This design comes from an exercise in tuning for small area and a short achievable clock period on the open sky130 flow, not from production work. Only simulation tests tie the RTL to the original design; equivalence was not proved. Power figures rest on the tool's default switching activity, not on a simulated workload.

<file path="design.v">
module branch_predictor #(
    parameter int ENTRIES = 16,
    parameter int TAG_W   = 10
) (
    input  logic        clk,
    input  logic        rst_n,
    input  logic        f_valid,
    input  logic [63:0] f_pc,
    output logic        pred_taken,
    output logic [63:0] pred_target,
    input  logic        u_valid,
    input  logic        u_is_branch,
    input  logic [63:0] u_pc,
    input  logic        u_taken,
    input  logic [63:0] u_target,
    input  logic        u_pred_taken,
    input  logic [63:0] u_pred_target,
    output logic        mispredict,
    output logic [63:0] redirect_pc,
    output logic [31:0] branch_count,
    output logic [31:0] mispredict_count
);
    localparam int IDX_W = $clog2(ENTRIES);
    logic             tbl_valid  [ENTRIES];
    logic [TAG_W-1:0] tbl_tag    [ENTRIES];
    logic [63:0]      tbl_target [ENTRIES];
    logic [1:0]       tbl_ctr    [ENTRIES];
    logic [IDX_W-1:0] f_idx;
    logic [TAG_W-1:0] f_tag;
    logic [IDX_W-1:0] u_idx;
    logic [TAG_W-1:0] u_tag;
    logic             u_hit;
    logic             upd_en;
    logic             mis_cond;
    assign f_idx = f_pc[IDX_W+1:2];
    assign f_tag = f_pc[IDX_W+2 +: TAG_W];
    assign u_idx = u_pc[IDX_W+1:2];
    assign u_tag = u_pc[IDX_W+2 +: TAG_W];
    logic [ENTRIES*TAG_W-1:0] tag_flat;
    logic [ENTRIES*64-1:0]    tgt_flat;
    logic [ENTRIES-1:0]       taken_bit;
    for (genvar g = 0; g < ENTRIES; g++) begin : g_flat
        assign tag_flat[g*TAG_W +: TAG_W] = tbl_tag[g];
        assign tgt_flat[g*64 +: 64]       = tbl_target[g];
        assign taken_bit[g]               = tbl_valid[g] && tbl_ctr[g][1];
    end
    branch_predictor_lookup #(.ENTRIES(ENTRIES), .TAG_W(TAG_W)) u_lookup (
        .f_valid    (f_valid),
        .f_pc       (f_pc),
        .tag_flat   (tag_flat),
        .tgt_flat   (tgt_flat),
        .taken_bit  (taken_bit),
        .pred_taken (pred_taken),
        .pred_target(pred_target)
    );
    always_comb begin
        upd_en   = u_valid && u_is_branch;
        u_hit    = tbl_valid[u_idx] && (tbl_tag[u_idx] == u_tag);
        mis_cond = upd_en && ((u_taken != u_pred_taken) ||
                              (u_taken && (u_target != u_pred_target)));
    end
    always_ff @(posedge clk or negedge rst_n) begin
        if (!rst_n) begin
            for (int i = 0; i < ENTRIES; i++) begin
                tbl_valid[i] <= 1'b0;
                tbl_ctr[i]   <= 2'b01;
            end
        end else if (upd_en) begin
            if (u_hit) begin
                if (u_taken && tbl_ctr[u_idx] != 2'b11)
                    tbl_ctr[u_idx] <= tbl_ctr[u_idx] + 2'd1;
                else if (!u_taken && tbl_ctr[u_idx] != 2'b00)
                    tbl_ctr[u_idx] <= tbl_ctr[u_idx] - 2'd1;
            end else if (u_taken) begin
                tbl_valid[u_idx] <= 1'b1;
                tbl_ctr[u_idx]   <= 2'b10;
            end
        end
    end
    always_ff @(posedge clk) begin
        if (upd_en && u_taken) begin
            tbl_tag[u_idx]    <= u_tag;
            tbl_target[u_idx] <= u_target;
        end
    end
    logic [32:0] bc_inc, mc_inc;
    assign bc_inc = {1'b0, branch_count} + 33'd1;
    assign mc_inc = {1'b0, mispredict_count} + 33'd1;
    always_ff @(posedge clk or negedge rst_n) begin
        if (!rst_n) begin
            mispredict       <= 1'b0;
            redirect_pc      <= 64'd0;
            branch_count     <= 32'd0;
            mispredict_count <= 32'd0;
        end else begin
            mispredict <= mis_cond;
            if (upd_en) begin
                redirect_pc <= u_taken ? u_target : u_pc + 64'd4;
                if (!bc_inc[32])
                    branch_count <= bc_inc[31:0];
            end
            if (mis_cond && !mc_inc[32])
                mispredict_count <= mc_inc[31:0];
        end
    end
endmodule
module branch_predictor_lookup #(
    parameter int ENTRIES = 16,
    parameter int TAG_W   = 10
) (
    input  logic                     f_valid,
    input  logic [63:0]              f_pc,
    input  logic [ENTRIES*TAG_W-1:0] tag_flat,
    input  logic [ENTRIES*64-1:0]    tgt_flat,
    input  logic [ENTRIES-1:0]       taken_bit,
    output logic                     pred_taken,
    output logic [63:0]              pred_target
);
    localparam int IDX_W = $clog2(ENTRIES);
    logic [IDX_W-1:0]   f_idx;
    logic [TAG_W-1:0]   f_tag;
    logic [ENTRIES-1:0] f_dec;
    logic [ENTRIES-1:0] f_match;
    logic [63:0]        f_tgt;
    logic [63:0]        f_inc;
    assign f_idx = f_pc[IDX_W+1:2];
    assign f_tag = f_pc[IDX_W+2 +: TAG_W];
    for (genvar g = 0; g < ENTRIES; g++) begin : g_fsel
        assign f_dec[g]   = (f_idx == g);
        assign f_match[g] = taken_bit[g] && (tag_flat[g*TAG_W +: TAG_W] == f_tag);
    end
    always_comb begin
        f_tgt = '0;
        for (int i = 0; i < ENTRIES; i++)
            f_tgt = f_tgt | ({64{f_dec[i]}} & tgt_flat[i*64 +: 64]);
        f_inc       = {f_pc[63:2] + 62'd1, f_pc[1:0]};
        pred_taken  = f_valid && |(f_dec & f_match);
        pred_target = pred_taken ? f_tgt : f_inc;
    end
endmodule
</file>
<file path="flow/run.sh">
#!/bin/bash
# Standard ORFS layout; port buffers use buf_2 instead of the default delay-cell buffer.
export BUFFER_PORTS_ARGS="-buffer_cell sky130_fd_sc_hd__buf_2"
bash standard.sh > standard.log 2>&1
</file>
<file path="standard.sh">
#!/bin/bash
# synth_recipe.tcl (not shown) runs the flow's synth.tcl, then flattens the netlist and writes it again
# the make line also repeats each setting of config.mk as NAME=value (left out here)
make -C /OpenROAD-flow-scripts/flow DESIGN_CONFIG=/design/flow/config.mk WORK_HOME=/design/flow/orfs CLKGATE_MAP_FILE= SYNTH_SCRIPT=/design/flow/synth_recipe.tcl "${@:-finish}"
</file>
<file path="config.mk">
export PLATFORM = sky130hd
export DESIGN_NAME = branch_predictor
export DESIGN_NICKNAME = branch_predictor
export VERILOG_FILES = /design/flow/design.v
export SDC_FILE = /design/flow/constraint.sdc
export NUM_CORES = 4
export LEC_CHECK = 0
export CAP_MARGIN = 20
export CORE_MARGIN = 2
export CORE_UTILIZATION = 60
export CTS_BUF_LIST = sky130_fd_sc_hd__clkbuf_8 sky130_fd_sc_hd__clkbuf_16
export CTS_CLUSTER_DIAMETER = 60
export CTS_CLUSTER_SIZE = 30
export SETUP_SLACK_MARGIN = 1.7
export SLEW_MARGIN = 20
export SYNTH_HIERARCHICAL = 1
</file>
<file path="constraint.sdc">
create_clock -name core_clock -period 6.5 [get_ports {clk}]
set_input_delay 1.3000 -clock core_clock [delete_from_list [all_inputs] [get_ports {clk}]]
set_output_delay 1.3000 -clock core_clock [all_outputs]
set_load 0.01 [all_outputs]
</file>
==> run_summary.xml, run 1 <==
<?xml version="1.0" encoding="UTF-8"?>
<metrics>
  <group name="status">
    <metric name="outcome" unit="">complete, no violations</metric>
  </group>
  <group name="pwr">
    <metric name="power.static_leakage" unit="nW">22.6</metric>
    <metric name="p_sw" unit="mW">4.66</metric>
    <metric name="sequentialPowerShare" unit="%">54.6</metric>
    <metric name="clkPwrFrac" unit="%">36.4</metric>
    <metric name="internal-power" unit="mW">13.3</metric>
    <metric name="p_per_area" unit="mW/mm^2">270</metric>
    <metric name="worst_ir_drop_vdd" unit="mV">0.246</metric>
    <metric name="combPwrFrac" unit="%">9.0</metric>
    <metric name="power_switching_share" unit="%">26.0</metric>
    <metric name="report.power.total" unit="mW">17.9</metric>
  </group>
  <group name="clocking">
    <metric name="clk_latency" unit="ns">0.71</metric>
    <metric name="htreeDepth" unit="">3</metric>
    <metric name="cts_sinks" unit="">1361</metric>
    <metric name="clk_transition_reported_paths" unit="ns">0.08</metric>
    <metric name="ctsRootBufferMaster" unit="">sky130_fd_sc_hd__clkbuf_16</metric>
    <metric name="cts_buffers" unit="">90</metric>
    <metric name="cts_hold_repair.buffers" unit="">0</metric>
    <metric name="cts_tree" unit="">built</metric>
    <metric name="clk_path_buf_depth" unit="">3</metric>
  </group>
  <group name="floorplan">
    <metric name="die_width" unit="microns">313</metric>
    <metric name="start_util" unit="%">60.5</metric>
    <metric name="design.portCount" unit="">457</metric>
    <metric name="design.die.area" unit="sq mm">0.0981</metric>
    <metric name="floorplan.core_area" unit="sq mm">0.0949</metric>
    <metric name="rows" unit="">113</metric>
    <metric name="die_h" unit="microns">313</metric>
  </group>
  <group name="logic_synthesis">
    <metric name="synthesis.instances" unit="">3726</metric>
    <metric name="synthDistinctLibCells" unit="">77</metric>
    <metric name="async_reset_ff_share" unit="%">13.0</metric>
    <metric name="syn_nets" unit="">3999</metric>
    <metric name="synth_edf_count" unit="">1184</metric>
    <metric name="ys.warnings.count" unit="">10</metric>
    <metric name="avgSynthCellArea" unit="sq um">15.4</metric>
    <metric name="synth.cell_area" unit="sq mm">0.0574</metric>
    <metric name="yosys_top_cell_by_area" unit="">sky130_fd_sc_hd__edfxtp_1</metric>
    <metric name="synth.area.top_cells" unit="">sky130_fd_sc_hd__edfxtp_1, sky130_fd_sc_hd__dfrtp_1, sky130_fd_sc_hd__xnor2_1, sky130_fd_sc_hd__a22oi_1, sky130_fd_sc_hd__a22o_1</metric>
    <metric name="synthFlopType" unit="">sky130_fd_sc_hd__edfxtp_1</metric>
    <metric name="number_of_register_bits_inferred_by_synthesis" unit="">1361</metric>
    <metric name="post-synth-top-area-fraction" unit="%">62.0</metric>
    <metric name="ys_seq_area_share" unit="%">69.8</metric>
  </group>
  <group name="critical_path">
    <metric name="worstSetupStartpointType" unit="">input pin</metric>
    <metric name="timing.critical_path.arrival" unit="ns">3.69</metric>
    <metric name="worst_path_most_repeated_cell" unit="">sky130_fd_sc_hd__buf_12</metric>
    <metric name="crit_required" unit="ns">5.20</metric>
    <metric name="crit_slowest_cell" unit="">sky130_fd_sc_hd__nor3_4</metric>
    <metric name="cp_cell_sequence" unit="">buf_12, ha_4, nor3b_4, nand4_1, nor3_4, nor4_4, a41oi_4, buf_12, buf_16, buf_12, clkbuf_16, mux2i_1, buf_2</metric>
    <metric name="path_class" unit="">input pin to output port</metric>
    <metric name="timing.critical_path.max_delay_family" unit="">simple AND/OR/NAND/NOR gates</metric>
    <metric name="worst_path_largest_cell_delay" unit="ns">0.30</metric>
    <metric name="critPathCaptureType" unit="">output port</metric>
    <metric name="path_max_fanout" unit="">7</metric>
    <metric name="critical_path_buf_inv_count" unit="">6</metric>
  </group>
  <group name="finish">
    <metric name="design.final.nets" unit="">4482</metric>
    <metric name="mostFrequentLayoutCell" unit="">sky130_fd_sc_hd__edfxtp_1</metric>
    <metric name="mostFrequentLayoutCells" unit="">sky130_fd_sc_hd__edfxtp_1, sky130_fd_sc_hd__buf_2, sky130_fd_sc_hd__xnor2_1</metric>
    <metric name="areaGrowthSynthToFinish" unit="%">15.9</metric>
    <metric name="final_layout_size_suffix_gt1_share" unit="%">24.4</metric>
    <metric name="fill_count" unit="">6311</metric>
  </group>
  <group name="timing">
    <metric name="post-route-period-util" unit="%">76.8</metric>
    <metric name="clock-skew-final" unit="ns">0.0349</metric>
    <metric name="fmaxAchievable" unit="MHz">200</metric>
    <metric name="fin_crit" unit="ns">4.99</metric>
    <metric name="slew_viol_final" unit="">0</metric>
    <metric name="max-slew-margin-rel" unit="%">27.2</metric>
    <metric name="hold_violations_final" unit="">0</metric>
    <metric name="fin_tns_setup" unit="ns">0</metric>
    <metric name="setup_viol" unit="">0</metric>
    <metric name="max_slew.worst_pin.slew" unit="ns">1.09</metric>
    <metric name="rsz_0062_raised_after_global_routing" unit="">true</metric>
  </group>
  <group name="global_route">
    <metric name="wire_length_of_the_first_global_routing_pass" unit="mm">277</metric>
    <metric name="vias_in_the_first_global_route" unit="">38000</metric>
    <metric name="antenna_violations_before_repair" unit="">14</metric>
    <metric name="grt-ovfl-total" unit="">0</metric>
    <metric name="maximum_number_of_pins_on_one_net_before_global_route_repair" unit="">106</metric>
    <metric name="grtUsageTotal" unit="%">39.8</metric>
  </group>
  <group name="routing">
    <metric name="wire_per_inst" unit="microns">35.5</metric>
    <metric name="route.detailed.vias_per_inst" unit="">6.99</metric>
    <metric name="wirelength" unit="mm">198</metric>
    <metric name="drt_iter0_drc" unit="">6162</metric>
    <metric name="remaining_drc_errors" unit="">0</metric>
    <metric name="final_antenna_net_count" unit="">0</metric>
    <metric name="first_pass_iters" unit="">6</metric>
    <metric name="route.vias.total" unit="">38900</metric>
  </group>
  <group name="run">
    <metric name="max_cap_viol_count" unit="">0</metric>
  </group>
  <group name="hold_path">
    <metric name="holdCritPathClass" unit="">flip-flop to flip-flop</metric>
  </group>
  <group name="placed_design">
    <metric name="routabilityCongestion" unit="">1.01</metric>
    <metric name="buffer_ports.inserted" unit="">456</metric>
    <metric name="dpl.hpwl" unit="mm">120</metric>
  </group>
</metrics>
## tightest hold or removal path: stages, from the launching register on
cell	delay, ns
sky130_fd_sc_hd__dfrtp_1	0.35
sky130_fd_sc_hd__nand2_1	0.05
sky130_fd_sc_hd__o21ai_0	0.06
## synthesized netlist by cell type (50+ instances only)
library cell and instances:
sky130_fd_sc_hd__nand4_1 162, sky130_fd_sc_hd__and3_1 50, sky130_fd_sc_hd__nand3_1 121, sky130_fd_sc_hd__buf_1 61, sky130_fd_sc_hd__mux2i_1 71, sky130_fd_sc_hd__a221oi_1 129, sky130_fd_sc_hd__xor2_1 96, sky130_fd_sc_hd__xnor2_1 309
sky130_fd_sc_hd__a22oi_1 274, sky130_fd_sc_hd__a22o_1 133, sky130_fd_sc_hd__dfrtp_1 161, sky130_fd_sc_hd__nor2_1 140, sky130_fd_sc_hd__nand2_1 135, sky130_fd_sc_hd__clkbuf_1 70, sky130_fd_sc_hd__edfxtp_1 1184, sky130_fd_sc_hd__nor3_1 63
sky130_fd_sc_hd__o21ai_0 59
## cell families after synthesis
family / Yosys count / synth area share (%)
XOR/XNOR: 405 / 6.19
buffers and inverters: 252 / 2.23
adder cells (fa/ha/maj): 10 / 0.218
AO/OA/AOI/OAI: 699 / 9.32
flip-flops: 1361 / 69.8
AND/OR/NAND/NOR: 827 / 8.19
multiplexers: 172 / 4.10
## path summary, 6_finish.rpt
check / cells past startpoint / to / slack (ns) / from
min reg2reg: 2 / redirect_pc[47]$_DFFE_PN0P_ / 0.50 / redirect_pc[47]$_DFFE_PN0P_
max in group asynchronous: 2 / mispredict_count[23]$_DFFE_PN0P_ / 4.76 / rst_n
min in group asynchronous: 1 / redirect_pc[5]$_DFFE_PN0P_ / 0.51 / rst_n
min: 2 / redirect_pc[47]$_DFFE_PN0P_ / 0.50 / redirect_pc[47]$_DFFE_PN0P_
max reg2reg: 9 / tbl_ctr[6][1]$_DFFE_PN0P_ / 2.80 / tbl_tag[10][6]$_DFFE_PP_
max: 13 / pred_target[59] / 1.51 / f_pc[2]
## registers in the layout (all words and copies together) (netlist names)
name	cells
branch_count	32
tbl_ctr	32
tbl_valid	16
redirect_pc	64
mispredict	1
tbl_target	1024
tbl_tag	160
mispredict_count	32
## power by group through the flow
stage / Sequential [mW] / Combinational, mW / Clock, mW
floorplan: 10.0 / 0.663 / 0
global placement: 9.98 / 1.47 / 0
detailed placement: 9.99 / 1.50 / 0
CTS: 9.80 / 1.56 / 6.56
global route: 9.82 / 1.69 / 6.86
finish: 9.80 / 1.62 / 6.53
## per-stage QoR
step	worst slack (ns)	util, %	hold slack, ns	cell area [sq um]	instances
after detailed placement	0.677	64.8	0.472	61500	5329
after global routing	1.41	70.1	0.514	66500	5553
after floorplan	1.58	-	0.445	57400	3726
final	1.51	70.1	0.497	66500	5564
after CTS	1.60	69.6	0.496	66100	5540
after global placement	0.826	64.8	0.461	61500	5329
## metal layers
layer	wire length, microns	vias to the layer above	GRT usage, %
li1	-	15800	-
met2	90100	3074	61.6
met1	73100	19700	56.0
met3	26800	367	9.81
met4	7610	4	13.7
met5	26	-	0
## cell type report
class | count | area (sq um) | share of cell area, %
repair buffers | 607 | 4440 | 6.68
inverters | 32 | 135 | 0.203
well taps | 1265 | 1580 | 2.38
clock inverters | 76 | 1100 | 1.66
multi-input cells | 2117 | 16900 | 25.4
flip-flops and latches | 1361 | 40000 | 60.2
diodes | 14 | 35.0 | 0.0527
clock buffers | 92 | 2300 | 3.46
## what timing repair did
item | CTS | global route
gates cloned | 10 | 4
endpoints found under the setup margin | 65 | 64
buffers inserted | 33 | 6
resized for setup | 155 | 49
pin swaps | 22 | 14
==> run 2: changes to the inputs <==
==> flow/run.sh (replaced) <==
#!/bin/bash
# Standard ORFS layout; port buffers use buf_2 instead of the default delay-cell buffer,
# and the fetch-lookup pins are kept together on one edge.
export BUFFER_PORTS_ARGS="-buffer_cell sky130_fd_sc_hd__buf_2"
export IO_CONSTRAINTS="$PWD/flow/io.tcl"
bash standard.sh > standard.log 2>&1
==> flow/io.tcl (new file) <==
set_io_pin_constraint -pin_names {f_valid f_pc[2] f_pc[3] f_pc[4] f_pc[5] f_pc[6] f_pc[7] f_pc[8] f_pc[9] f_pc[10] f_pc[11] f_pc[12] f_pc[13] f_pc[14] f_pc[15] pred_taken pred_target[*]} -region top:100-280
--- a/config.mk
+++ b/config.mk
@@ -7,10 +7,10 @@
 export LEC_CHECK = 0
 export CAP_MARGIN = 20
 export CORE_MARGIN = 2
-export CORE_UTILIZATION = 60
+export CORE_UTILIZATION = 40
 export CTS_BUF_LIST = sky130_fd_sc_hd__clkbuf_8 sky130_fd_sc_hd__clkbuf_16
 export CTS_CLUSTER_DIAMETER = 60
 export CTS_CLUSTER_SIZE = 30
-export SETUP_SLACK_MARGIN = 1.7
+export SETUP_SLACK_MARGIN = 2.5
 export SLEW_MARGIN = 20
 export SYNTH_HIERARCHICAL = 1
==> run_summary.xml, run 2 <==
<?xml version="1.0" encoding="UTF-8"?>
<metrics>
  <group name="status">
    <metric name="outcome" unit="">complete, no violations</metric>
  </group>
  <group name="placed_design">
    <metric name="placed_cells_incl_taps" unit="">5989</metric>
    <metric name="buffer_ports.inserted" unit="">456</metric>
    <metric name="preCtsSetupSlack" unit="ns">0.647</metric>
    <metric name="dpl_cell_area" unit="sq mm">0.0625</metric>
    <metric name="dpl.hpwl" unit="mm">151</metric>
    <metric name="routabilityCongestion" unit="">1.01</metric>
  </group>
  <group name="finish">
    <metric name="mostFrequentLayoutCell" unit="">sky130_fd_sc_hd__edfxtp_1</metric>
    <metric name="final_layout_size_suffix_gt1_share" unit="%">28.1</metric>
    <metric name="largest-register" unit="">tbl_target</metric>
    <metric name="areaGrowthSynthToFinish" unit="%">21.3</metric>
    <metric name="final-instance-count-excl-fill" unit="">6338</metric>
    <metric name="largest_register_ffs" unit="">1024</metric>
    <metric name="design.final.nets" unit="">4610</metric>
    <metric name="top_regs" unit="">tbl_target x1024, tbl_tag x160, redirect_pc x64</metric>
    <metric name="post-route-util" unit="%">49.0</metric>
    <metric name="mostFrequentLayoutCells" unit="">sky130_fd_sc_hd__edfxtp_1, sky130_fd_sc_hd__buf_2, sky130_fd_sc_hd__xnor2_1</metric>
    <metric name="stdcell_area" unit="sq mm">0.0696</metric>
  </group>
  <group name="timing">
    <metric name="slew_viol_final" unit="">0</metric>
    <metric name="fin_crit" unit="ns">5.19</metric>
    <metric name="fin_tns_setup" unit="ns">0</metric>
    <metric name="timing.final.ws_setup" unit="ns">1.31</metric>
    <metric name="setup_viol" unit="">0</metric>
    <metric name="max_slew.worst_pin.slew" unit="ns">1.11</metric>
    <metric name="post-route-period-util" unit="%">79.8</metric>
    <metric name="hold_slack" unit="ns">0.480</metric>
    <metric name="rsz_0062_raised_after_global_routing" unit="">true</metric>
    <metric name="hold_violations_final" unit="">0</metric>
    <metric name="max-slew-margin-rel" unit="%">26.0</metric>
    <metric name="clock-skew-final" unit="ns">0.0265</metric>
    <metric name="fmaxAchievable" unit="MHz">193</metric>
  </group>
  <group name="logic_synthesis">
    <metric name="yosys_top_cell_by_area" unit="">sky130_fd_sc_hd__edfxtp_1</metric>
    <metric name="synth.area.top_cells" unit="">sky130_fd_sc_hd__edfxtp_1, sky130_fd_sc_hd__dfrtp_1, sky130_fd_sc_hd__xnor2_1, sky130_fd_sc_hd__a22oi_1, sky130_fd_sc_hd__a22o_1</metric>
    <metric name="simple_logic_cell_fraction_of_the_synthesized_area" unit="%">8.19</metric>
    <metric name="async_reset_ff_share" unit="%">13.0</metric>
    <metric name="synthFlopType" unit="">sky130_fd_sc_hd__edfxtp_1</metric>
    <metric name="syn_nets" unit="">3999</metric>
    <metric name="synth_most_common_cell" unit="">sky130_fd_sc_hd__edfxtp_1</metric>
    <metric name="avgSynthCellArea" unit="sq um">15.4</metric>
    <metric name="synth_edf_count" unit="">1184</metric>
    <metric name="synth_compound_area_share" unit="%">9.32</metric>
    <metric name="post_synth_mux_area_share" unit="%">4.10</metric>
    <metric name="number_of_register_bits_inferred_by_synthesis" unit="">1361</metric>
    <metric name="post-synth-top-area-fraction" unit="%">62.0</metric>
    <metric name="synthDistinctLibCells" unit="">77</metric>
    <metric name="ys.warnings.count" unit="">10</metric>
    <metric name="synth-adder-area-share" unit="%">0.218</metric>
    <metric name="ys_seq_area_share" unit="%">69.8</metric>
    <metric name="synth_top_family_by_area" unit="">compound AO/OA/AOI/OAI gates</metric>
    <metric name="synthesis.instances" unit="">3726</metric>
    <metric name="post_synth_xor_area_fraction" unit="%">6.19</metric>
    <metric name="synthTopCellsByCount" unit="">sky130_fd_sc_hd__edfxtp_1, sky130_fd_sc_hd__xnor2_1, sky130_fd_sc_hd__a22oi_1</metric>
    <metric name="synth.cell_area" unit="sq mm">0.0574</metric>
  </group>
  <group name="routing">
    <metric name="route.vias.total" unit="">39600</metric>
    <metric name="route.detailed.vias_per_inst" unit="">6.24</metric>
    <metric name="wire_per_inst" unit="microns">38.8</metric>
    <metric name="remaining_drc_errors" unit="">0</metric>
    <metric name="first_pass_iters" unit="">5</metric>
    <metric name="drt_iter0_drc" unit="">5944</metric>
    <metric name="final_antenna_net_count" unit="">0</metric>
    <metric name="wirelength" unit="mm">246</metric>
  </group>
  <group name="global_route">
    <metric name="antenna_violations_before_repair" unit="">48</metric>
    <metric name="vias_in_the_first_global_route" unit="">37400</metric>
    <metric name="wire_length_of_the_first_global_routing_pass" unit="mm">328</metric>
    <metric name="grt-ovfl-total" unit="">0</metric>
    <metric name="grtUsageTotal" unit="%">33.0</metric>
    <metric name="maximum_number_of_pins_on_one_net_before_global_route_repair" unit="">92</metric>
  </group>
  <group name="clocking">
    <metric name="cts_sinks" unit="">1361</metric>
    <metric name="clk_path_buf_depth" unit="">3</metric>
    <metric name="htreeDepth" unit="">3</metric>
    <metric name="clk_transition_reported_paths" unit="ns">0.08</metric>
    <metric name="clk_latency" unit="ns">0.74</metric>
    <metric name="ctsRootBufferMaster" unit="">sky130_fd_sc_hd__clkbuf_16</metric>
    <metric name="cts_buffers" unit="">105</metric>
    <metric name="cts_tree" unit="">built</metric>
  </group>
  <group name="floorplan">
    <metric name="die_width" unit="microns">383</metric>
    <metric name="start_util" unit="%">40.4</metric>
    <metric name="rows" unit="">138</metric>
    <metric name="floorplan.core_area" unit="sq mm">0.142</metric>
    <metric name="design.portCount" unit="">457</metric>
    <metric name="design.die.area" unit="sq mm">0.146</metric>
    <metric name="die_h" unit="microns">383</metric>
  </group>
  <group name="critical_path">
    <metric name="path_class" unit="">input pin to output port</metric>
    <metric name="worst_path_largest_cell_delay" unit="ns">0.63</metric>
    <metric name="cell_count_of_the_worst_reg_to_reg_path" unit="">9</metric>
    <metric name="critical_path_buf_inv_count" unit="">5</metric>
    <metric name="critPathCaptureType" unit="">output port</metric>
    <metric name="path_max_fanout" unit="">8</metric>
    <metric name="cp_cell_sequence" unit="">buf_12, clkinv_8, ha_4, and3b_4, buf_6, bufbuf_16, a221oi_2, nand4_1, mux2_4, buf_6</metric>
    <metric name="crit_required" unit="ns">5.20</metric>
    <metric name="crit_slowest_cell" unit="">sky130_fd_sc_hd__nand4_1</metric>
    <metric name="worstSetupStartpointType" unit="">input pin</metric>
    <metric name="worst-path-stages" unit="">10</metric>
    <metric name="timing.critical_path.max_delay_family" unit="">simple AND/OR/NAND/NOR gates</metric>
    <metric name="timing.critical_path.arrival" unit="ns">3.89</metric>
    <metric name="worst_path_most_repeated_cell" unit="">sky130_fd_sc_hd__buf_6</metric>
  </group>
  <group name="pwr">
    <metric name="p_per_area" unit="mW/mm^2">270</metric>
    <metric name="power.static_leakage" unit="nW">23.7</metric>
    <metric name="report.power.total" unit="mW">18.8</metric>
    <metric name="worst_ir_drop_vdd" unit="mV">0.201</metric>
  </group>
  <group name="run">
    <metric name="max_cap_viol_count" unit="">0</metric>
  </group>
  <group name="hold_path">
    <metric name="holdCritPathClass" unit="">flip-flop to flip-flop</metric>
    <metric name="hold-path-cell-count" unit="">2</metric>
  </group>
</metrics>
[run 2: changes by cell type in the layout (fill, tap and decap cells not counted), sizes merged]
| cell | delta |
|---|---|
| nand3 | +1 |
| buf | +94 |
| clkbuf | +18 |
| clkinv | +8 |
| inv | +3 |
| diode | +5 |
| bufbuf | +13 |
| clkinvlp | +3 |
| and3 | +1 |
| bufinv | +3 |
[run 2: metal layers]
metal | vias to the layer above | wire [microns] | global-route usage (%)
met5 | - | 114 | 0
met4 | 18 | 19100 | 20.8
met3 | 478 | 29200 | 9.92
met2 | 2657 | 109000 | 49.8
met1 | 20300 | 89000 | 41.5
li1 | 16100 | - | -
[run 2: worst reg2reg max path: stages (launching register included)]
cell	delay [ns]
sky130_fd_sc_hd__edfxtp_1	0.45
sky130_fd_sc_hd__mux4_2	0.48
sky130_fd_sc_hd__a22oi_1	0.43
sky130_fd_sc_hd__a21oi_1	0.13
sky130_fd_sc_hd__nor4_1	0.25
sky130_fd_sc_hd__and4bb_4	0.33
sky130_fd_sc_hd__a41oi_4	0.19
sky130_fd_sc_hd__buf_4	0.25
sky130_fd_sc_hd__nor4_2	0.31
sky130_fd_sc_hd__mux2_2	0.37
[run 2: path summary, 6_finish.rpt]
| kind | slack [ns] | startpoint | to |
|---|---|---|---|
| max in group asynchronous | 4.64 | rst_n | redirect_pc[19]$_DFFE_PN0P_ |
| worst max register to register | 3.18 | tbl_tag[9][7]$_DFFE_PP_ | tbl_ctr[13][1]$_DFFE_PN0P_ |
| worst min-delay path | 0.48 | redirect_pc[47]$_DFFE_PN0P_ | redirect_pc[47]$_DFFE_PN0P_ |
| worst max-delay path | 1.31 | f_pc[2] | pred_target[62] |
| min in group asynchronous | 0.53 | rst_n | mispredict_count[14]$_DFFE_PN0P_ |
| worst min register to register | 0.48 | redirect_pc[47]$_DFFE_PN0P_ | redirect_pc[47]$_DFFE_PN0P_ |
[run 2: area by class of cell]
class	instances	area (sq um)
flip-flops and latches	1361	40000
inverters	32	138
clock buffers	106	2650
repair buffers	718	5960
fillers	12200	72400
well taps	1890	2360
clock inverters	93	1130
diodes	19	47.5
multi-input cells	2119	17300
[run 2: what timing repair did]
item | in CTS | in global routing
gates resized for setup | 209 | 87
setup endpoints to repair | 130 | 125
hold buffers | 0 | 0
cloned | 28 | 5
buffers inserted | 77 | 21
pin swaps | 40 | 35
[run 2: cell families after synthesis]
group                      count (synthesis)
and+or+nand+nor                          827
buffers and inverters                    252
AOI/OAI and AO/OA                        699
DFF                                     1361
xor gates and xnor gates                 405
adders and majority gates                 10
muxes                                    172
[run 2: where the power goes]
group	internal [mW]	switching [mW]	total, mW
Combinational	0.613	1.25	1.87
Clock	3.52	3.62	7.14
Sequential	9.67	0.134	9.80
==> run 3: changes to the inputs <==
==> flow/run.sh (replaced) <==
#!/bin/bash
# Standard ORFS layout with smaller port buffers (buf_1) and a clock tree without dummy loads.
export BUFFER_PORTS_ARGS="-buffer_cell sky130_fd_sc_hd__buf_1"
export CTS_ARGS="-sink_clustering_enable -repair_clock_nets -dont_use_dummy_load -sink_clustering_size 30 -sink_clustering_max_diameter 60 -buf_list {sky130_fd_sc_hd__clkbuf_8 sky130_fd_sc_hd__clkbuf_16}"
export GLOBAL_PLACEMENT_ARGS="-timing_driven_net_weight_max 8 -timing_driven_nets_percentage 20"
bash standard.sh > standard.log 2>&1
--- a/config.mk
+++ b/config.mk
@@ -7,10 +7,10 @@
 export LEC_CHECK = 0
 export CAP_MARGIN = 20
 export CORE_MARGIN = 2
-export CORE_UTILIZATION = 40
+export CORE_UTILIZATION = 60
 export CTS_BUF_LIST = sky130_fd_sc_hd__clkbuf_8 sky130_fd_sc_hd__clkbuf_16
 export CTS_CLUSTER_DIAMETER = 60
 export CTS_CLUSTER_SIZE = 30
-export SETUP_SLACK_MARGIN = 2.5
+export SETUP_SLACK_MARGIN = 1.7
 export SLEW_MARGIN = 20
 export SYNTH_HIERARCHICAL = 1
removed: flow/io.tcl
==> run_summary.xml, run 3 <==
<?xml version="1.0" encoding="UTF-8"?>
<metrics>
  <group name="logic_synthesis">
    <metric name="synthesis.instances" unit="">3726</metric>
    <metric name="synth_most_common_cell" unit="">sky130_fd_sc_hd__edfxtp_1</metric>
    <metric name="async_reset_ff_share" unit="%">13.0</metric>
    <metric name="yosys_top_cell_by_area" unit="">sky130_fd_sc_hd__edfxtp_1</metric>
    <metric name="synth_edf_count" unit="">1184</metric>
    <metric name="number_of_register_bits_inferred_by_synthesis" unit="">1361</metric>
    <metric name="synthFlopType" unit="">sky130_fd_sc_hd__edfxtp_1</metric>
    <metric name="synthTopCellsByCount" unit="">sky130_fd_sc_hd__edfxtp_1, sky130_fd_sc_hd__xnor2_1, sky130_fd_sc_hd__a22oi_1</metric>
    <metric name="ys.warnings.count" unit="">10</metric>
    <metric name="synth.cell_area" unit="sq mm">0.0574</metric>
    <metric name="post-synth-top-area-fraction" unit="%">62.0</metric>
    <metric name="ys_seq_area_share" unit="%">69.8</metric>
    <metric name="synth.area.top_cells" unit="">sky130_fd_sc_hd__edfxtp_1, sky130_fd_sc_hd__dfrtp_1, sky130_fd_sc_hd__xnor2_1, sky130_fd_sc_hd__a22oi_1, sky130_fd_sc_hd__a22o_1</metric>
    <metric name="synthDistinctLibCells" unit="">77</metric>
    <metric name="syn_nets" unit="">3999</metric>
    <metric name="avgSynthCellArea" unit="sq um">15.4</metric>
  </group>
  <group name="finish">
    <metric name="top_regs" unit="">tbl_target x1024, tbl_tag x160, redirect_pc x64</metric>
    <metric name="mostFrequentLayoutCells" unit="">sky130_fd_sc_hd__edfxtp_1, sky130_fd_sc_hd__buf_1, sky130_fd_sc_hd__xnor2_1</metric>
    <metric name="largest-register" unit="">tbl_target</metric>
    <metric name="area_occupied_by_multi_input_gates" unit="sq mm">0.0168</metric>
    <metric name="largest_register_ffs" unit="">1024</metric>
    <metric name="mostFrequentLayoutCell" unit="">sky130_fd_sc_hd__edfxtp_1</metric>
    <metric name="fill_count" unit="">6357</metric>
    <metric name="stdcell_area" unit="sq mm">0.0660</metric>
    <metric name="design.final.nets" unit="">4574</metric>
    <metric name="ff_latch_area" unit="sq mm">0.0400</metric>
    <metric name="final_layout_size_suffix_gt1_share" unit="%">16.1</metric>
    <metric name="areaGrowthSynthToFinish" unit="%">15.0</metric>
    <metric name="final-instance-count-excl-fill" unit="">5573</metric>
  </group>
  <group name="timing">
    <metric name="hold_slack" unit="ns">0.483</metric>
    <metric name="setup_viol" unit="">0</metric>
    <metric name="fin_crit" unit="ns">4.94</metric>
    <metric name="post-route-period-util" unit="%">76.0</metric>
    <metric name="hold_violations_final" unit="">0</metric>
    <metric name="fin_tns_setup" unit="ns">0</metric>
    <metric name="timing.final.ws_setup" unit="ns">1.56</metric>
    <metric name="slew_viol_final" unit="">0</metric>
    <metric name="clock-skew-final" unit="ns">0.0872</metric>
    <metric name="max-slew-margin-rel" unit="%">22.3</metric>
    <metric name="fmaxAchievable" unit="MHz">202</metric>
    <metric name="rsz_0062_raised_after_global_routing" unit="">true</metric>
    <metric name="max_slew.worst_pin.slew" unit="ns">1.17</metric>
  </group>
  <group name="global_route">
    <metric name="global_route.usage.met1" unit="%">57.7</metric>
    <metric name="grtUsageTotal" unit="%">42.4</metric>
    <metric name="maximum_number_of_pins_on_one_net_before_global_route_repair" unit="">178</metric>
    <metric name="vias_in_the_first_global_route" unit="">38800</metric>
    <metric name="busiest_layer" unit="">met2</metric>
    <metric name="wire_length_of_the_first_global_routing_pass" unit="mm">292</metric>
    <metric name="grt-ovfl-total" unit="">0</metric>
    <metric name="gr-usage-met3" unit="%">13.3</metric>
    <metric name="gr-usage-met2" unit="%">63.7</metric>
    <metric name="antenna_violations_before_repair" unit="">17</metric>
  </group>
  <group name="critical_path">
    <metric name="timing.critical_path.arrival" unit="ns">3.64</metric>
    <metric name="crit_required" unit="ns">5.20</metric>
    <metric name="critPathCaptureType" unit="">output port</metric>
    <metric name="path_class" unit="">input pin to output port</metric>
    <metric name="crit_slowest_cell" unit="">sky130_fd_sc_hd__and3b_1</metric>
    <metric name="worstSetupStartpointType" unit="">input pin</metric>
    <metric name="worst_path_largest_cell_delay" unit="ns">0.45</metric>
    <metric name="cp_cell_sequence" unit="">buf_12, clkinv_8, ha_4, buf_4, and3b_1, a22o_1, a221oi_1, nand3_1, nor2_1, mux2i_1, buf_2</metric>
    <metric name="path_max_fanout" unit="">10</metric>
    <metric name="regToRegSetupSlack" unit="ns">2.63</metric>
  </group>
  <group name="routing">
    <metric name="first_pass_iters" unit="">6</metric>
    <metric name="final_antenna_net_count" unit="">0</metric>
    <metric name="route.vias.total" unit="">39900</metric>
    <metric name="route.detailed.vias_per_inst" unit="">7.16</metric>
    <metric name="wire_per_inst" unit="microns">37.8</metric>
    <metric name="drt_iter0_drc" unit="">6678</metric>
    <metric name="remaining_drc_errors" unit="">0</metric>
    <metric name="wirelength" unit="mm">211</metric>
  </group>
  <group name="clocking">
    <metric name="clk_latency" unit="ns">0.70</metric>
    <metric name="cts_hold_repair.buffers" unit="">0</metric>
    <metric name="clk_path_buf_depth" unit="">3</metric>
    <metric name="htreeDepth" unit="">3</metric>
    <metric name="cts_buffers" unit="">94</metric>
    <metric name="cts_tree" unit="">built</metric>
    <metric name="ctsRootBufferMaster" unit="">sky130_fd_sc_hd__clkbuf_16</metric>
    <metric name="clk_transition_reported_paths" unit="ns">0.05</metric>
    <metric name="cts_sinks" unit="">1361</metric>
  </group>
  <group name="pwr">
    <metric name="clkPwrFrac" unit="%">31.5</metric>
    <metric name="combPwrFrac" unit="%">9.9</metric>
    <metric name="sequentialPowerShare" unit="%">58.6</metric>
    <metric name="p_per_area" unit="mW/mm^2">254</metric>
    <metric name="p_sw" unit="mW">3.98</metric>
    <metric name="worst_ir_drop_vdd" unit="mV">0.228</metric>
    <metric name="power_switching_share" unit="%">23.8</metric>
    <metric name="internal-power" unit="mW">12.8</metric>
    <metric name="power.static_leakage" unit="nW">21.5</metric>
  </group>
  <group name="floorplan">
    <metric name="die_h" unit="microns">313</metric>
    <metric name="design.die.area" unit="sq mm">0.0981</metric>
    <metric name="floorplan.core_area" unit="sq mm">0.0949</metric>
    <metric name="die_width" unit="microns">313</metric>
    <metric name="design.portCount" unit="">457</metric>
    <metric name="rows" unit="">113</metric>
    <metric name="start_util" unit="%">60.5</metric>
  </group>
  <group name="placed_design">
    <metric name="routabilityCongestion" unit="">1.08</metric>
    <metric name="dpl.hpwl" unit="mm">131</metric>
    <metric name="buffer_ports.inserted" unit="">456</metric>
    <metric name="dpl_cell_area" unit="sq mm">0.0613</metric>
    <metric name="preCtsSetupSlack" unit="ns">0.712</metric>
    <metric name="placed_cells_incl_taps" unit="">5380</metric>
  </group>
  <group name="hold_path">
    <metric name="holdCritPathClass" unit="">flip-flop to flip-flop</metric>
  </group>
  <group name="status">
    <metric name="outcome" unit="">complete, no violations</metric>
  </group>
  <group name="run">
    <metric name="max_cap_viol_count" unit="">0</metric>
  </group>
</metrics>
[run 3: cell counts after synthesis]
No cell type changed its count.
[run 3: path summary, 6_finish.rpt]
path                                                 to  cells past startpoint                   startpoint
setup / recovery                        pred_target[21]                     11                      f_pc[2]
hold / removal              redirect_pc[38]$_DFFE_PN0P_                      2  redirect_pc[38]$_DFFE_PN0P_
setup reg to reg              tbl_ctr[9][1]$_DFFE_PN0P_                      9     tbl_tag[10][7]$_DFFE_PP_
hold reg to reg             redirect_pc[38]$_DFFE_PN0P_                      2  redirect_pc[38]$_DFFE_PN0P_
max in group asynchronous   redirect_pc[50]$_DFFE_PN0P_                      2                        rst_n
min in group asynchronous  branch_count[25]$_DFFE_PN0P_                      2                        rst_n
[run 3: metal layers]
metal | vias up | wire [microns]
li1 | 15800 | -
met1 | 19900 | 74500
met2 | 3558 | 93900
met3 | 531 | 31500
met4 | 12 | 10600
met5 | - | 80
[run 3: cell type report]
cell class	count	share of cell area (%)
multi-input combinational	2116	25.5
sequential	1361	60.6
timing repair buffer	696	7.63
clock buffer	94	3.57
inverter	32	0.212
antenna	9	0.0341
tap	1265	2.40
[run 3: critical path, delay by kind of cell]
kind / cells / cell delay, ns
multiplexers: 1 / 0.13
AND/OR/NAND/NOR: 3 / 0.95
buffers and inverters: 4 / 0.50
adder cells (fa/ha/maj): 1 / 0.18
AO/OA/AOI/OAI: 2 / 0.57
[run 3: cell families after synthesis]
family	count (synthesis)	share of synthesized area, %
AO/OA/AOI/OAI	699	9.32
XOR/XNOR	405	6.19
adder cells (fa/ha/maj)	10	0.218
buffers and inverters	252	2.23
flip-flops	1361	69.8
multiplexers	172	4.10
AND/OR/NAND/NOR	827	8.19
[run 3: metrics by stage]
step	power, mW	util, %
6_report	16.8	69.5
2_1_floorplan	10.7	-
3_3_place_gp	11.5	64.6
3_5_place_dp	11.5	64.6
5_1_grt	17.1	69.5
4_1_cts	16.7	69.0
[run 3: power groups by stage]
| stage | clock network (mW) | registers, mW | logic, mW |
|---|---|---|---|
| after floorplan | 0 | 10.0 | 0.663 |
| after global placement | 0 | 10.0 | 1.47 |
| after detailed placement | 0 | 10.0 | 1.49 |
| after CTS | 5.27 | 9.81 | 1.58 |
| after global routing | 5.59 | 9.83 | 1.72 |
| final | 5.28 | 9.82 | 1.65 |
[run 3: timing repair]
action / CTS / global route
gates resized for setup: 211 / 103
pin swaps: 33 / 15
gates cloned: 18 / 4
buffers inserted: 53 / 14
setup endpoints to repair: 85 / 69
==> run 4: changes to the inputs <==
==> flow/run.sh (replaced) <==
#!/bin/bash
# Standard ORFS layout with smaller port buffers (buf_1) and a clock tree without dummy loads.
export BUFFER_PORTS_ARGS="-buffer_cell sky130_fd_sc_hd__buf_1"
export CTS_ARGS="-sink_clustering_enable -repair_clock_nets -dont_use_dummy_load -sink_clustering_size 30 -sink_clustering_max_diameter 60 -buf_list {sky130_fd_sc_hd__clkbuf_8 sky130_fd_sc_hd__clkbuf_16}"
bash standard.sh > standard.log 2>&1
--- a/config.mk
+++ b/config.mk
@@ -7,7 +7,7 @@
 export LEC_CHECK = 0
 export CAP_MARGIN = 20
 export CORE_MARGIN = 2
-export CORE_UTILIZATION = 60
+export CORE_UTILIZATION = 50
 export CTS_BUF_LIST = sky130_fd_sc_hd__clkbuf_8 sky130_fd_sc_hd__clkbuf_16
 export CTS_CLUSTER_DIAMETER = 60
 export CTS_CLUSTER_SIZE = 30
==> run_summary.xml, run 4 <==
<?xml version="1.0" encoding="UTF-8"?>
<metrics>
  <group name="status">
    <metric name="outcome" unit="">complete, no violations</metric>
  </group>
  <group name="pwr">
    <metric name="p_per_area" unit="mW/mm^2">257</metric>
    <metric name="power.static_leakage" unit="nW">22.0</metric>
    <metric name="worst_ir_drop_vdd" unit="mV">0.185</metric>
    <metric name="report.power.total" unit="mW">17.2</metric>
  </group>
  <group name="finish">
    <metric name="largest_register_ffs" unit="">1024</metric>
    <metric name="post-route-util" unit="%">58.9</metric>
    <metric name="largest-register" unit="">tbl_target</metric>
    <metric name="mostFrequentLayoutCells" unit="">sky130_fd_sc_hd__edfxtp_1, sky130_fd_sc_hd__buf_1, sky130_fd_sc_hd__a22oi_1</metric>
    <metric name="top_regs" unit="">tbl_target x1024, tbl_tag x160, redirect_pc x64</metric>
    <metric name="final_layout_size_suffix_gt1_share" unit="%">16.9</metric>
    <metric name="fill_count" unit="">9006</metric>
    <metric name="mostFrequentLayoutCell" unit="">sky130_fd_sc_hd__edfxtp_1</metric>
    <metric name="areaGrowthSynthToFinish" unit="%">17.1</metric>
    <metric name="design.final.nets" unit="">4605</metric>
  </group>
  <group name="floorplan">
    <metric name="die_width" unit="microns">343</metric>
    <metric name="start_util" unit="%">50.3</metric>
    <metric name="rows" unit="">124</metric>
    <metric name="die_h" unit="microns">343</metric>
    <metric name="design.die.area" unit="sq mm">0.117</metric>
    <metric name="floorplan.core_area" unit="sq mm">0.114</metric>
    <metric name="design.portCount" unit="">457</metric>
  </group>
  <group name="run">
    <metric name="max_cap_viol_count" unit="">0</metric>
  </group>
  <group name="timing">
    <metric name="setup_viol" unit="">0</metric>
    <metric name="max_slew.worst_pin.slew" unit="ns">1.14</metric>
    <metric name="fin_tns_setup" unit="ns">0</metric>
    <metric name="timing.final.ws_setup" unit="ns">1.50</metric>
    <metric name="fin_crit" unit="ns">5.00</metric>
    <metric name="fmaxAchievable" unit="MHz">200</metric>
    <metric name="max-slew-margin-rel" unit="%">24.0</metric>
    <metric name="clock-skew-final" unit="ns">0.0556</metric>
    <metric name="post-route-period-util" unit="%">76.9</metric>
    <metric name="slew_viol_final" unit="">0</metric>
    <metric name="rsz_0062_raised_after_global_routing" unit="">true</metric>
    <metric name="hold_violations_final" unit="">0</metric>
  </group>
  <group name="routing">
    <metric name="remaining_drc_errors" unit="">0</metric>
    <metric name="drt_iter0_drc" unit="">5864</metric>
    <metric name="wirelength" unit="mm">214</metric>
    <metric name="route.vias.total" unit="">39000</metric>
    <metric name="wire_per_inst" unit="microns">36.6</metric>
    <metric name="route.detailed.vias_per_inst" unit="">6.67</metric>
    <metric name="final_antenna_net_count" unit="">0</metric>
    <metric name="first_pass_iters" unit="">7</metric>
  </group>
  <group name="critical_path">
    <metric name="crit_required" unit="ns">5.20</metric>
    <metric name="critPathCaptureType" unit="">output port</metric>
    <metric name="worstSetupStartpointType" unit="">input pin</metric>
    <metric name="regToRegSetupSlack" unit="ns">2.81</metric>
    <metric name="timing.critical_path.arrival" unit="ns">3.70</metric>
    <metric name="path_class" unit="">input pin to output port</metric>
    <metric name="cell_count_of_the_worst_reg_to_reg_path" unit="">9</metric>
    <metric name="worst_reg2reg_path_startpoint" unit="">tbl_tag[13][8]$_DFFE_PP_</metric>
    <metric name="worstReg2RegEnd" unit="">tbl_ctr[14][1]$_DFFE_PN0P_</metric>
    <metric name="path_max_fanout" unit="">10</metric>
    <metric name="source_of_the_critical_timing_path" unit="">f_pc[8]</metric>
  </group>
  <group name="logic_synthesis">
    <metric name="ys_seq_area_share" unit="%">69.8</metric>
    <metric name="ys.warnings.count" unit="">10</metric>
    <metric name="post-synth-top-area-fraction" unit="%">62.0</metric>
    <metric name="synth.cell_area" unit="sq mm">0.0574</metric>
    <metric name="synthesis.instances" unit="">3726</metric>
    <metric name="synth_edf_count" unit="">1184</metric>
    <metric name="avgSynthCellArea" unit="sq um">15.4</metric>
    <metric name="async_reset_ff_share" unit="%">13.0</metric>
    <metric name="synthDistinctLibCells" unit="">77</metric>
    <metric name="synth_most_common_cell" unit="">sky130_fd_sc_hd__edfxtp_1</metric>
    <metric name="syn_nets" unit="">3999</metric>
    <metric name="synthTopCellsByCount" unit="">sky130_fd_sc_hd__edfxtp_1, sky130_fd_sc_hd__xnor2_1, sky130_fd_sc_hd__a22oi_1</metric>
    <metric name="yosys_top_cell_by_area" unit="">sky130_fd_sc_hd__edfxtp_1</metric>
    <metric name="number_of_register_bits_inferred_by_synthesis" unit="">1361</metric>
    <metric name="synth.area.top_cells" unit="">sky130_fd_sc_hd__edfxtp_1, sky130_fd_sc_hd__dfrtp_1, sky130_fd_sc_hd__xnor2_1, sky130_fd_sc_hd__a22oi_1, sky130_fd_sc_hd__a22o_1</metric>
    <metric name="synthFlopType" unit="">sky130_fd_sc_hd__edfxtp_1</metric>
  </group>
  <group name="clocking">
    <metric name="cts_tree" unit="">built</metric>
    <metric name="htreeDepth" unit="">3</metric>
    <metric name="cts_buffers" unit="">106</metric>
    <metric name="clk_path_buf_depth" unit="">3</metric>
    <metric name="clk_transition_reported_paths" unit="ns">0.05</metric>
    <metric name="clk_latency" unit="ns">0.71</metric>
    <metric name="ctsRootBufferMaster" unit="">sky130_fd_sc_hd__clkbuf_16</metric>
    <metric name="cts_sinks" unit="">1361</metric>
  </group>
  <group name="global_route">
    <metric name="grt-ovfl-total" unit="">0</metric>
    <metric name="antenna_violations_before_repair" unit="">21</metric>
    <metric name="wire_length_of_the_first_global_routing_pass" unit="mm">292</metric>
    <metric name="grtUsageTotal" unit="%">35.8</metric>
    <metric name="vias_in_the_first_global_route" unit="">37100</metric>
    <metric name="maximum_number_of_pins_on_one_net_before_global_route_repair" unit="">120</metric>
  </group>
  <group name="hold_path">
    <metric name="timing.hold.worst_endpoint" unit="">redirect_pc[16]$_DFFE_PN0P_</metric>
    <metric name="hold-path-cell-count" unit="">2</metric>
    <metric name="holdCritPathClass" unit="">flip-flop to flip-flop</metric>
    <metric name="min-delay-start" unit="">redirect_pc[16]$_DFFE_PN0P_</metric>
  </group>
  <group name="placed_design">
    <metric name="dpl.hpwl" unit="mm">128</metric>
    <metric name="routabilityCongestion" unit="">0.948</metric>
    <metric name="buffer_ports.inserted" unit="">456</metric>
    <metric name="preCtsSetupSlack" unit="ns">0.394</metric>
  </group>
</metrics>
run 4: logic make-up (layout without fill, tap and decap cells):
family                     Yosys count  after routing  synth area share (%)
buffers and inverters              252            853                  2.23
and+or+nand+nor                    827            830                  8.19
AOI/OAI and AO/OA                  699            699                  9.32
muxes                              172            172                  4.10
adders and majority gates           10             10                 0.218
DFF                               1361           1361                  69.8
xor gates and xnor gates           405            405                  6.19
other                                0              6                     0
run 4: critical path, cell delays in order:
cell	delay, ns
sky130_fd_sc_hd__buf_2	0.13
sky130_fd_sc_hd__bufbuf_16	0.30
sky130_fd_sc_hd__xnor2_2	0.23
sky130_fd_sc_hd__nand4_1	0.19
sky130_fd_sc_hd__nor3_2	0.24
sky130_fd_sc_hd__nor4_2	0.08
sky130_fd_sc_hd__a41oi_4	0.25
sky130_fd_sc_hd__buf_12	0.17
sky130_fd_sc_hd__buf_12	0.16
sky130_fd_sc_hd__clkbuf_16	0.18
sky130_fd_sc_hd__mux2_4	0.30
sky130_fd_sc_hd__buf_6	0.12
run 4: stage by stage:
stage	cell area, sq um	hold slack, ns	instances
CTS	66700	0.480	5831
global placement	61700	0.461	5638
floorplan	57400	0.445	3726
finish	67100	0.479	5848
global route	67100	0.496	5843
detailed placement	61700	0.461	5638
run 4: routing by layer:
layer | share of wire (%) | track usage [%]
met2 | 45 | 54.2
met4 | 3.6 | 11.7
met3 | 13 | 9.51
met5 | 0.15 | 0
met1 | 38 | 50.6
run 4: report_power, final:
group          leakage [nW]  internal, mW  switching, mW
sequential             12.9          9.68          0.126
clock                  1.31          2.86           2.88
combinational          7.85         0.578           1.11
total                  22.0          13.1           4.12
run 4: how the worst max path moves through the flow:
stage,endpoint
2_1_floorplan,tbl_tag[3][0]$_DFFE_PP_
3_3_place_gp,pred_target[29]
3_5_place_dp,pred_target[29]
4_1_cts,pred_target[31]
5_1_grt,pred_target[38]
6_report,pred_target[38]
run 4: cell type report:
class                           count  area (sq um)  area share [%]
Sequential cell                  1361         40000            59.6
Inverter                           32           133           0.198
Tap cell                         1512          1890            2.82
Antenna cell                        6          15.0          0.0224
Clock buffer                      106          2650            3.95
Timing Repair Buffer              715          5290            7.87
Multi-Input combinational cell   2116         17200            25.6
run 4: what timing repair did:
action / in CTS / in global routing
setup buffers: 62 / 5
hold buffers: 0 / 0
resized for setup: 268 / 92
setup endpoints to repair: 65 / 82
pin swaps: 57 / 19
cloned: 25 / 4
hold endpoints to repair: 0 / 0
==> run 5: changes to the inputs <==
--- a/config.mk
+++ b/config.mk
@@ -7,7 +7,7 @@
 export LEC_CHECK = 0
 export CAP_MARGIN = 20
 export CORE_MARGIN = 2
-export CORE_UTILIZATION = 50
+export CORE_UTILIZATION = 66
 export CTS_BUF_LIST = sky130_fd_sc_hd__clkbuf_8 sky130_fd_sc_hd__clkbuf_16
 export CTS_CLUSTER_DIAMETER = 60
 export CTS_CLUSTER_SIZE = 30
==> run_summary.xml, run 5 <==
<?xml version="1.0" encoding="UTF-8"?>
<metrics>
  <group name="status">
    <metric name="outcome" unit="">complete, no violations</metric>
  </group>
  <group name="critical_path">
    <metric name="crit_slowest_cell" unit="">sky130_fd_sc_hd__nor3_2</metric>
    <metric name="path_class" unit="">input pin to output port</metric>
    <metric name="crit_required" unit="ns">5.20</metric>
    <metric name="timing.critical_path.arrival" unit="ns">3.72</metric>
    <metric name="path_max_fanout" unit="">20</metric>
    <metric name="critPathCaptureType" unit="">output port</metric>
    <metric name="worst_path_largest_cell_delay" unit="ns">0.33</metric>
    <metric name="cp_cell_sequence" unit="">clkbuf_2, buf_12, xnor2_2, nand4_1, nor3_2, nor4_4, a41oi_4, buf_12, buf_16, mux2_4, buf_6</metric>
    <metric name="worstSetupStartpointType" unit="">input pin</metric>
    <metric name="worst_path_most_repeated_cell" unit="">sky130_fd_sc_hd__buf_12</metric>
  </group>
  <group name="timing">
    <metric name="fin_crit" unit="ns">5.02</metric>
    <metric name="max-slew-margin-rel" unit="%">18.8</metric>
    <metric name="fmaxAchievable" unit="MHz">199</metric>
    <metric name="slew_viol_final" unit="">0</metric>
    <metric name="max_slew.worst_pin.slew" unit="ns">1.22</metric>
    <metric name="setup_viol" unit="">0</metric>
    <metric name="post-route-period-util" unit="%">77.3</metric>
    <metric name="hold_violations_final" unit="">0</metric>
    <metric name="clock-skew-final" unit="ns">0.0688</metric>
    <metric name="rsz_0062_raised_after_global_routing" unit="">true</metric>
    <metric name="fin_tns_setup" unit="ns">0</metric>
  </group>
  <group name="run">
    <metric name="max_cap_viol_count" unit="">0</metric>
  </group>
  <group name="finish">
    <metric name="mostFrequentLayoutCells" unit="">sky130_fd_sc_hd__edfxtp_1, sky130_fd_sc_hd__buf_1, sky130_fd_sc_hd__a22oi_1</metric>
    <metric name="area_occupied_by_multi_input_gates" unit="sq mm">0.0170</metric>
    <metric name="ff_latch_area" unit="sq mm">0.0400</metric>
    <metric name="mostFrequentLayoutCell" unit="">sky130_fd_sc_hd__edfxtp_1</metric>
    <metric name="largest_register_ffs" unit="">1024</metric>
    <metric name="top_regs" unit="">tbl_target x1024, tbl_tag x160, redirect_pc x64</metric>
    <metric name="final_layout_size_suffix_gt1_share" unit="%">16.4</metric>
    <metric name="design.final.nets" unit="">4588</metric>
    <metric name="areaGrowthSynthToFinish" unit="%">15.3</metric>
    <metric name="largest-register" unit="">tbl_target</metric>
    <metric name="fill_count" unit="">5109</metric>
  </group>
  <group name="logic_synthesis">
    <metric name="ys_seq_area_share" unit="%">69.8</metric>
    <metric name="synthTopCellsByCount" unit="">sky130_fd_sc_hd__edfxtp_1, sky130_fd_sc_hd__xnor2_1, sky130_fd_sc_hd__a22oi_1</metric>
    <metric name="post-synth-top-area-fraction" unit="%">62.0</metric>
    <metric name="avgSynthCellArea" unit="sq um">15.4</metric>
    <metric name="synth_edf_count" unit="">1184</metric>
    <metric name="yosys_top_cell_by_area" unit="">sky130_fd_sc_hd__edfxtp_1</metric>
    <metric name="synthFlopType" unit="">sky130_fd_sc_hd__edfxtp_1</metric>
    <metric name="syn_nets" unit="">3999</metric>
    <metric name="synth.area.top_cells" unit="">sky130_fd_sc_hd__edfxtp_1, sky130_fd_sc_hd__dfrtp_1, sky130_fd_sc_hd__xnor2_1, sky130_fd_sc_hd__a22oi_1, sky130_fd_sc_hd__a22o_1</metric>
    <metric name="synth_most_common_cell" unit="">sky130_fd_sc_hd__edfxtp_1</metric>
    <metric name="synthDistinctLibCells" unit="">77</metric>
    <metric name="number_of_register_bits_inferred_by_synthesis" unit="">1361</metric>
    <metric name="async_reset_ff_share" unit="%">13.0</metric>
    <metric name="synthesis.instances" unit="">3726</metric>
    <metric name="synth.cell_area" unit="sq mm">0.0574</metric>
    <metric name="ys.warnings.count" unit="">10</metric>
  </group>
  <group name="global_route">
    <metric name="vias_in_the_first_global_route" unit="">39300</metric>
    <metric name="antenna_violations_before_repair" unit="">11</metric>
    <metric name="wire_length_of_the_first_global_routing_pass" unit="mm">283</metric>
    <metric name="maximum_number_of_pins_on_one_net_before_global_route_repair" unit="">113</metric>
    <metric name="grt-ovfl-total" unit="">0</metric>
    <metric name="grtUsageTotal" unit="%">45.3</metric>
  </group>
  <group name="floorplan">
    <metric name="design.portCount" unit="">457</metric>
    <metric name="design.die.area" unit="sq mm">0.0893</metric>
    <metric name="rows" unit="">108</metric>
    <metric name="die_width" unit="microns">299</metric>
    <metric name="floorplan.core_area" unit="sq mm">0.0865</metric>
    <metric name="die_h" unit="microns">299</metric>
    <metric name="start_util" unit="%">66.3</metric>
  </group>
  <group name="clocking">
    <metric name="clk_transition_reported_paths" unit="ns">0.06</metric>
    <metric name="htreeDepth" unit="">3</metric>
    <metric name="ctsRootBufferMaster" unit="">sky130_fd_sc_hd__clkbuf_16</metric>
    <metric name="cts_sinks" unit="">1361</metric>
    <metric name="cts_buffers" unit="">93</metric>
    <metric name="cts_hold_repair.buffers" unit="">0</metric>
    <metric name="cts_tree" unit="">built</metric>
    <metric name="clk_latency" unit="ns">0.70</metric>
    <metric name="clk_path_buf_depth" unit="">3</metric>
  </group>
  <group name="pwr">
    <metric name="sequentialPowerShare" unit="%">58.8</metric>
    <metric name="power_switching_share" unit="%">23.5</metric>
    <metric name="internal-power" unit="mW">12.8</metric>
    <metric name="combPwrFrac" unit="%">9.7</metric>
    <metric name="report.power.total" unit="mW">16.7</metric>
    <metric name="worst_ir_drop_vdd" unit="mV">0.252</metric>
    <metric name="p_sw" unit="mW">3.91</metric>
    <metric name="power.static_leakage" unit="nW">21.8</metric>
    <metric name="clkPwrFrac" unit="%">31.4</metric>
    <metric name="p_per_area" unit="mW/mm^2">252</metric>
  </group>
  <group name="routing">
    <metric name="route.vias.total" unit="">39900</metric>
    <metric name="first_pass_iters" unit="">6</metric>
    <metric name="route.detailed.vias_per_inst" unit="">7.28</metric>
    <metric name="wire_per_inst" unit="microns">37.2</metric>
    <metric name="wirelength" unit="mm">204</metric>
    <metric name="drt_iter0_drc" unit="">6664</metric>
    <metric name="remaining_drc_errors" unit="">0</metric>
    <metric name="final_antenna_net_count" unit="">0</metric>
  </group>
  <group name="placed_design">
    <metric name="routabilityCongestion" unit="">1.07</metric>
    <metric name="buffer_ports.inserted" unit="">456</metric>
    <metric name="dpl.hpwl" unit="mm">125</metric>
  </group>
  <group name="hold_path">
    <metric name="holdCritPathClass" unit="">flip-flop to flip-flop</metric>
  </group>
</metrics>
[run 5: kinds of logic (layout without fill, tap and decap cells)]
kind of cell             count (synthesis)  after routing  synth area share [%]
flip-flops                            1361           1361                  69.8
AND/OR/NAND/NOR                        827            828                  8.19
AO/OA/AOI/OAI                          699            699                  9.32
XOR/XNOR                               405            405                  6.19
buffers and inverters                  252            838                  2.23
multiplexers                           172            172                  4.10
adder cells (fa/ha/maj)                 10             10                 0.218
other                                    0              7                     0
[run 5: per-layer routing]
layer  part of all wire, %  track usage (%)  vias up
met4                   8.5             31.0       10
met3                    13             10.7      749
met5                 0.036                0        -
met2                    46             71.7     3505
met1                    32             55.9    19700
li1                      -                -    15900
[run 5: cell type report]
class / count / area share [%]
diodes: 7 / 0.0265
clock buffers: 93 / 3.52
inverters: 32 / 0.218
multi-input cells: 2114 / 25.7
flip-flops and latches: 1361 / 60.5
well taps: 1155 / 2.19
repair buffers: 713 / 7.83
[run 5: power by group through the flow]
stage | clock network (mW) | registers (mW) | logic, mW
6_report | 5.24 | 9.81 | 1.62
5_1_grt | 5.51 | 9.82 | 1.68
4_1_cts | 5.20 | 9.80 | 1.55
3_5_place_dp | 0 | 9.99 | 1.44
3_3_place_gp | 0 | 9.98 | 1.41
2_1_floorplan | 0 | 10.0 | 0.663
[run 5: final timing paths]
check	slack, ns	from	end	depth (start not counted)
max	1.48	f_pc[12]	pred_target[3]	11
max in group asynchronous	4.51	rst_n	redirect_pc[38]$_DFFE_PN0P_	2
max reg2reg	2.78	tbl_tag[11][0]$_DFFE_PP_	tbl_ctr[5][1]$_DFFE_PN0P_	9
min reg2reg	0.48	redirect_pc[26]$_DFFE_PN0P_	redirect_pc[26]$_DFFE_PN0P_	2
min in group asynchronous	0.79	rst_n	branch_count[20]$_DFFE_PN0P_	1
min	0.48	redirect_pc[26]$_DFFE_PN0P_	redirect_pc[26]$_DFFE_PN0P_	2
[run 5: timing repair]
item / 4_1_cts / 5_1_grt
setup endpoints to repair: 65 / 88
pin swaps: 50 / 25
buffers inserted: 41 / 24
gates resized for setup: 286 / 71
gates cloned: 19 / 2
[run 5: critical path: cells and delay by family]
family	cells	cell delay, ns
AO/OA/AOI/OAI	1	0.17
multiplexers	1	0.33
AND/OR/NAND/NOR	3	0.72
XOR/XNOR	1	0.24
buffers and inverters	5	0.91
[run 5: stage by stage]
step / hold slack [ns] / util (%) / cell area [sq um] / worst slack, ns / std cells
floorplan: 0.445 / - / 57400 / 1.58 / 3726
global placement: 0.462 / 70.7 / 61200 / 0.654 / 5287
detailed placement: 0.462 / 70.7 / 61200 / 0.659 / 5287
CTS: 0.482 / 75.8 / 65600 / 1.56 / 5440
global route: 0.513 / 76.4 / 66100 / 1.47 / 5470
finish: 0.481 / 76.4 / 66100 / 1.48 / 5475
==> run 6: changes to the inputs <==
--- a/config.mk
+++ b/config.mk
@@ -7,10 +7,11 @@
 export LEC_CHECK = 0
 export CAP_MARGIN = 20
 export CORE_MARGIN = 2
-export CORE_UTILIZATION = 66
+export CORE_UTILIZATION = 60
 export CTS_BUF_LIST = sky130_fd_sc_hd__clkbuf_8 sky130_fd_sc_hd__clkbuf_16
 export CTS_CLUSTER_DIAMETER = 60
 export CTS_CLUSTER_SIZE = 30
 export SETUP_SLACK_MARGIN = 1.7
 export SLEW_MARGIN = 20
 export SYNTH_HIERARCHICAL = 1
+export TNS_END_PERCENT = 10
==> run_summary.xml, run 6 <==
<?xml version="1.0" encoding="UTF-8"?>
<metrics>
  <group name="clocking">
    <metric name="clk_path_buf_depth" unit="">3</metric>
    <metric name="ctsRootBufferMaster" unit="">sky130_fd_sc_hd__clkbuf_16</metric>
    <metric name="cts_sinks" unit="">1361</metric>
  </group>
  <group name="timing">
    <metric name="max-slew-margin-rel" unit="%">19.1</metric>
    <metric name="slew_viol_final" unit="">0</metric>
  </group>
  <group name="routing">
    <metric name="final_antenna_net_count" unit="">0</metric>
    <metric name="drt_iter0_drc" unit="">6389</metric>
    <metric name="remaining_drc_errors" unit="">0</metric>
  </group>
  <group name="global_route">
    <metric name="grt-ovfl-total" unit="">0</metric>
  </group>
  <group name="critical_path">
    <metric name="worst_reg2reg_path_startpoint" unit="">tbl_tag[11][6]$_DFFE_PP_</metric>
    <metric name="path_class" unit="">input pin to output port</metric>
    <metric name="cp_cell_sequence" unit="">clkbuf_2, buf_8, xnor2_1, nand4_1, nor3_2, nor4_2, a41oi_4, buf_12, buf_16, mux2_4, buf_1</metric>
    <metric name="path_max_fanout" unit="">11</metric>
    <metric name="worstReg2RegEnd" unit="">tbl_ctr[8][1]$_DFFE_PN0P_</metric>
    <metric name="worst-path-stages" unit="">11</metric>
  </group>
  <group name="finish">
    <metric name="design.final.nets" unit="">4565</metric>
  </group>
  <group name="status">
    <metric name="outcome" unit="">complete, no violations</metric>
  </group>
  <group name="logic_synthesis">
    <metric name="synthFlopType" unit="">sky130_fd_sc_hd__edfxtp_1</metric>
    <metric name="ys_seq_area_share" unit="%">69.8</metric>
  </group>
  <group name="hold_path">
    <metric name="hold-path-cell-count" unit="">2</metric>
  </group>
  <group name="floorplan">
    <metric name="die_h" unit="microns">313</metric>
  </group>
  <group name="pwr">
    <metric name="sequentialPowerShare" unit="%">59.0</metric>
    <metric name="power_switching_share" unit="%">23.7</metric>
  </group>
</metrics>
[run 6: cell counts after synthesis]
Identical to the previous run, type by type.
[run 6: per-stage QoR]
step	hold slack, ns	std cells	power, mW	area [sq um]
2_1_floorplan	0.445	3726	10.7	57400
3_3_place_gp	0.464	5391	11.5	61300
3_5_place_dp	0.469	5391	11.5	61300
4_1_cts	0.488	5547	16.6	64900
5_1_grt	0.508	5557	17.0	65200
6_report	0.486	5558	16.6	65200
[run 6: worst register-to-register path, stage by stage (launching register included)]
cell	delay (ns)
sky130_fd_sc_hd__edfxtp_1	0.43
sky130_fd_sc_hd__mux4_2	0.50
sky130_fd_sc_hd__a22oi_1	0.32
sky130_fd_sc_hd__a21oi_1	0.12
sky130_fd_sc_hd__nor4_1	0.63
sky130_fd_sc_hd__and4bb_4	0.39
sky130_fd_sc_hd__a41oi_4	0.32
sky130_fd_sc_hd__nor4_1	0.59
sky130_fd_sc_hd__mux2_2	0.39
[run 6: power groups by stage]
stage	Sequential, mW	Clock [mW]	Combinational (mW)
after floorplan	10.0	0	0.663
after global placement	9.99	0	1.47
after detailed placement	10.0	0	1.49
after CTS	9.81	5.21	1.56
after global routing	9.83	5.49	1.68
final	9.82	5.22	1.61
[run 6: per-layer routing]
| layer | vias to the layer above | GRT usage [%] | share of wire (%) |
|---|---|---|---|
| met5 | - | 0 | 0.026 |
| met4 | 8 | 15.8 | 4.5 |
| met3 | 428 | 11.3 | 14 |
| met2 | 3230 | 62.0 | 45 |
| met1 | 19700 | 55.7 | 37 |
| li1 | 15800 | - | - |
[run 6: timing repair]
action                                  in CTS  in global routing
resized for setup                          174                 36
hold buffers                                 0                  0
endpoints found under the setup margin      65                 88
pin swaps                                   23                 12
cloned                                      14                  2
setup buffers                               50                  5
[run 6: cell families (layout without fill, tap and decap cells)]
kind of cell	count (synthesis)	in the layout	synth area share [%]
xor gates and xnor gates	405	405	6.19
muxes	172	172	4.10
AOI/OAI and AO/OA	699	699	9.32
buffers and inverters	252	808	2.23
DFF	1361	1361	69.8
other	0	3	0
adders and majority gates	10	10	0.218
and+or+nand+nor	827	835	8.19
[run 6: how the worst min path moves through the flow]
| stage | start | endpoint | slack [ns] |
|---|---|---|---|
| 6_report | redirect_pc[1]$_DFFE_PN0P_ | redirect_pc[1]$_DFFE_PN0P_ | 0.49 |
| 5_1_grt | mispredict_count[15]$_DFFE_PN0P_ | mispredict_count[15]$_DFFE_PN0P_ | 0.51 |
| 4_1_cts | redirect_pc[21]$_DFFE_PN0P_ | redirect_pc[21]$_DFFE_PN0P_ | 0.49 |
| 3_5_place_dp | redirect_pc[38]$_DFFE_PN0P_ | redirect_pc[38]$_DFFE_PN0P_ | 0.47 |
| 3_3_place_gp | redirect_pc[41]$_DFFE_PN0P_ | redirect_pc[41]$_DFFE_PN0P_ | 0.46 |
| 2_1_floorplan | tbl_valid[2]$_DFFE_PN0P_ | tbl_valid[2]$_DFFE_PN0P_ | 0.45 |
[run 6: final cells by class]
type	instances	area (sq um)	share of cell area [%]
Clock buffer	92	2300	3.53
Antenna cell	3	7.51	0.0115
Inverter	32	133	0.204
Sequential cell	1361	40000	61.4
Tap cell	1265	1580	2.43
Timing Repair Buffer	684	4340	6.66
Multi-Input combinational cell	2121	16800	25.8
